This is an optimization exercise on Yosys and OpenROAD, whose aim is small area, not a production implementation.
Function was checked by simulation only, so behaviour that the tests miss may differ from the original.

==> flow/design.v <==
module wb_rf_hold (
    input  logic ld,
    input  logic hold,
    input  logic wd,
    input  logic q,
    output logic d
);
    assign d = (ld & wd) | (hold & q);
endmodule
module wb_rf_rd3 (
    input  logic s0, s1, s2,
    input  logic d0, d1, d2,
    output logic y_n
);
    assign y_n = ~((s0 & d0) | (s1 & d1) | (s2 & d2));
endmodule
module wb_regfile #(
    parameter int unsigned DATA_W = 32,
    parameter int unsigned ADDR_W = 5,
    parameter int unsigned CNT_W  = 32
) (
    input  logic              clk,
    input  logic              rst,
    input  logic              WB_MemtoReg,
    input  logic              WB_RegWrite,
    input  logic [ADDR_W-1:0] WB_write_reg,
    input  logic [DATA_W-1:0] WB_read_data_mem,
    input  logic [DATA_W-1:0] WB_alu_result,
    input  logic [ADDR_W-1:0] read_reg1,
    input  logic [ADDR_W-1:0] read_reg2,
    output logic [DATA_W-1:0] read_data1,
    output logic [DATA_W-1:0] read_data2,
    output logic [DATA_W-1:0] WB_write_data,
    output logic [CNT_W-1:0]  commit_count
);
    localparam int unsigned DEPTH  = 2 ** ADDR_W;
    localparam int unsigned NGRP   = (DEPTH - 1) / 3;    
    logic [DEPTH-1:1][DATA_W-1:0] regs;
    logic [DEPTH-1:1][DATA_W-1:0] regs_d;
    logic [DEPTH-1:1]             valid;
    logic                         commit;
    logic [DEPTH-1:1]             we, we_n;
    logic [DEPTH-1:1]             sel1, sel2;
    logic [NGRP-1:0][DATA_W-1:0]  part1_n, part2_n;
    assign WB_write_data = WB_MemtoReg ? WB_read_data_mem : WB_alu_result;
    assign commit        = WB_RegWrite && (WB_write_reg != '0);
    always_comb begin
        for (int unsigned i = 1; i < DEPTH; i++) begin
            we[i]   = WB_RegWrite && (WB_write_reg == ADDR_W'(i));
            we_n[i] = !we[i];
            sel1[i] = valid[i] && (read_reg1 == ADDR_W'(i));
            sel2[i] = valid[i] && (read_reg2 == ADDR_W'(i));
        end
    end
    for (genvar i = 1; i < DEPTH; i++) begin : g_row
        for (genvar b = 0; b < DATA_W; b++) begin : g_bit
            wb_rf_hold u_hold (
                .ld(we[i]), .hold(we_n[i]), .wd(WB_write_data[b]), .q(regs[i][b]), .d(regs_d[i][b])
            );
        end
    end
    always_ff @(posedge clk) begin
        regs <= regs_d;
    end
    always_ff @(posedge clk or posedge rst) begin
        if (rst) valid <= '0;
        else     valid <= valid | we;
    end
    always_ff @(posedge clk or posedge rst) begin
        if (rst) begin
            commit_count <= '0;
        end else if (commit && (commit_count != '1)) begin
            commit_count <= commit_count + CNT_W'(1);
        end
    end
    for (genvar g = 0; g < NGRP; g++) begin : g_grp
        for (genvar b = 0; b < DATA_W; b++) begin : g_bit
            wb_rf_rd3 u_rd1 (
                .s0(sel1[3*g+1]), .s1(sel1[3*g+2]), .s2(sel1[3*g+3]),
                .d0(regs[3*g+1][b]), .d1(regs[3*g+2][b]), .d2(regs[3*g+3][b]),
                .y_n(part1_n[g][b])
            );
            wb_rf_rd3 u_rd2 (
                .s0(sel2[3*g+1]), .s1(sel2[3*g+2]), .s2(sel2[3*g+3]),
                .d0(regs[3*g+1][b]), .d1(regs[3*g+2][b]), .d2(regs[3*g+3][b]),
                .y_n(part2_n[g][b])
            );
        end
    end
    always_comb begin
        for (int unsigned b = 0; b < DATA_W; b++) begin
            read_data1[b] = (sel1[DEPTH-1] & regs[DEPTH-1][b]);
            read_data2[b] = (sel2[DEPTH-1] & regs[DEPTH-1][b]);
            for (int unsigned g = 0; g < NGRP; g++) begin
                read_data1[b] = read_data1[b] | !part1_n[g][b];
                read_data2[b] = read_data2[b] | !part2_n[g][b];
            end
        end
    end
endmodule
Settings: LEC_CHECK=0, CAP_MARGIN=20, CORE_MARGIN=2, CORE_UTILIZATION=60, SLEW_MARGIN=20, SYNTH_HIERARCHICAL=1; clock period 8.0 ns.
standard.sh (not shown) runs the stock make flow with config.mk's settings and CLKGATE_MAP_FILE= SYNTH_SCRIPT=/design/flow/synth_recipe.tcl, a recipe that flattens the netlist after the stock synthesis.
==> flow/flow/run.sh <==
#!/bin/bash
set -euo pipefail
C=sky130_fd_sc_hd__clkbuf
export BUFFER_PORTS_ARGS="-buffer_cell sky130_fd_sc_hd__buf_1"
export CTS_ARGS="-sink_clustering_enable -repair_clock_nets -dont_use_dummy_load -buf_list {${C}_8} -sink_clustering_size 16 -sink_clustering_max_diameter 80"
bash standard.sh finish > flow_make.log 2>&1
Then changed:
==> flow/run.sh (new file) <==
#!/bin/bash
# synth_recipe.tcl (not shown) runs the flow's synth.tcl, then flattens the netlist and writes it again
# the make line also repeats each setting of config.mk as NAME=value (left out here)
make -C /OpenROAD-flow-scripts/flow DESIGN_CONFIG=/design/flow/config.mk WORK_HOME=/design/flow/orfs CLKGATE_MAP_FILE= SYNTH_SCRIPT=/design/flow/synth_recipe.tcl finish
removed: flow/flow/run.sh
removed: flow/standard.sh
After rerunning:
- flip-flop and latch count does not change
- worst setup slack got worse by 0.82 ns
- first-iteration DRC count went down by 7.2%
- fmax went down by 11%
- wire length went down by 1.5%
- cell count went up by 2.5%
- die area stays the same
- synthesized area stays the same
- worst hold slack hardly moves
Then changed:
==> flow/flow/run.sh (new file) <==
#!/bin/bash
set -euo pipefail
C=sky130_fd_sc_hd__clkbuf
export BUFFER_PORTS_ARGS="-buffer_cell sky130_fd_sc_hd__buf_1"
export CTS_ARGS="-sink_clustering_enable -repair_clock_nets -dont_use_dummy_load -buf_list {${C}_16} -sink_clustering_size 25 -sink_clustering_max_diameter 80"
bash standard.sh finish > flow_make.log 2>&1
==> flow/standard.sh (new file) <==
#!/bin/bash
# synth_recipe.tcl (not shown) runs the flow's synth.tcl, then flattens the netlist and writes it again
# the make line also repeats each setting of config.mk as NAME=value (left out here)
make -C /OpenROAD-flow-scripts/flow DESIGN_CONFIG=/design/flow/config.mk WORK_HOME=/design/flow/orfs CLKGATE_MAP_FILE= SYNTH_SCRIPT=/design/flow/synth_recipe.tcl "${@:-finish}"
removed: flow/run.sh
The changed run went through all stages and came out clean.
Count of clock-buffer cells in the layout goes down by 108.
Via count is higher slightly.
Utilization fell by 5.3 points.
Routed wire length rises slightly.

## what the ideal ports hide
The flow's constraints put no driver on any port. The routed layouts listed below were extracted and timed again, unchanged, in two steps. Step 1 sets driving cells, clkbuf_16 on the clock port and buf_2 on the other inputs (assumed; they add their load-dependent delay and slew). Step 2 also shifts input and output timing later by t, the mid clock arrival at the registers, as if the neighbouring blocks saw the same clock. a / b / c = ideal ports / drivers / drivers and shift; a / b = the first two.
run | t (ns) | setup slack, ns | clock arrival spread, ns | worst register clock-pin slew, ns | worst slew at a driven data input, ns
the first run | 0.804 | 1.485 / 1.380 / 1.380 | 0.058 / 0.057 | 0.11 / 0.11 | 0.17
the second run | 0.751 | 0.661 / 0.604 / 0.604 | 0.036 / 0.036 | 0.07 / 0.07 | 0.19
the third run | 0.729 | 1.490 / 1.434 / 1.434 | 0.084 / 0.084 | 0.10 / 0.10 | 0.18
After both steps every run listed still meets setup and hold. For the first run, which loses most, drivers alone change the setup slack by -0.105 ns; drivers and shift together by -0.105 ns.
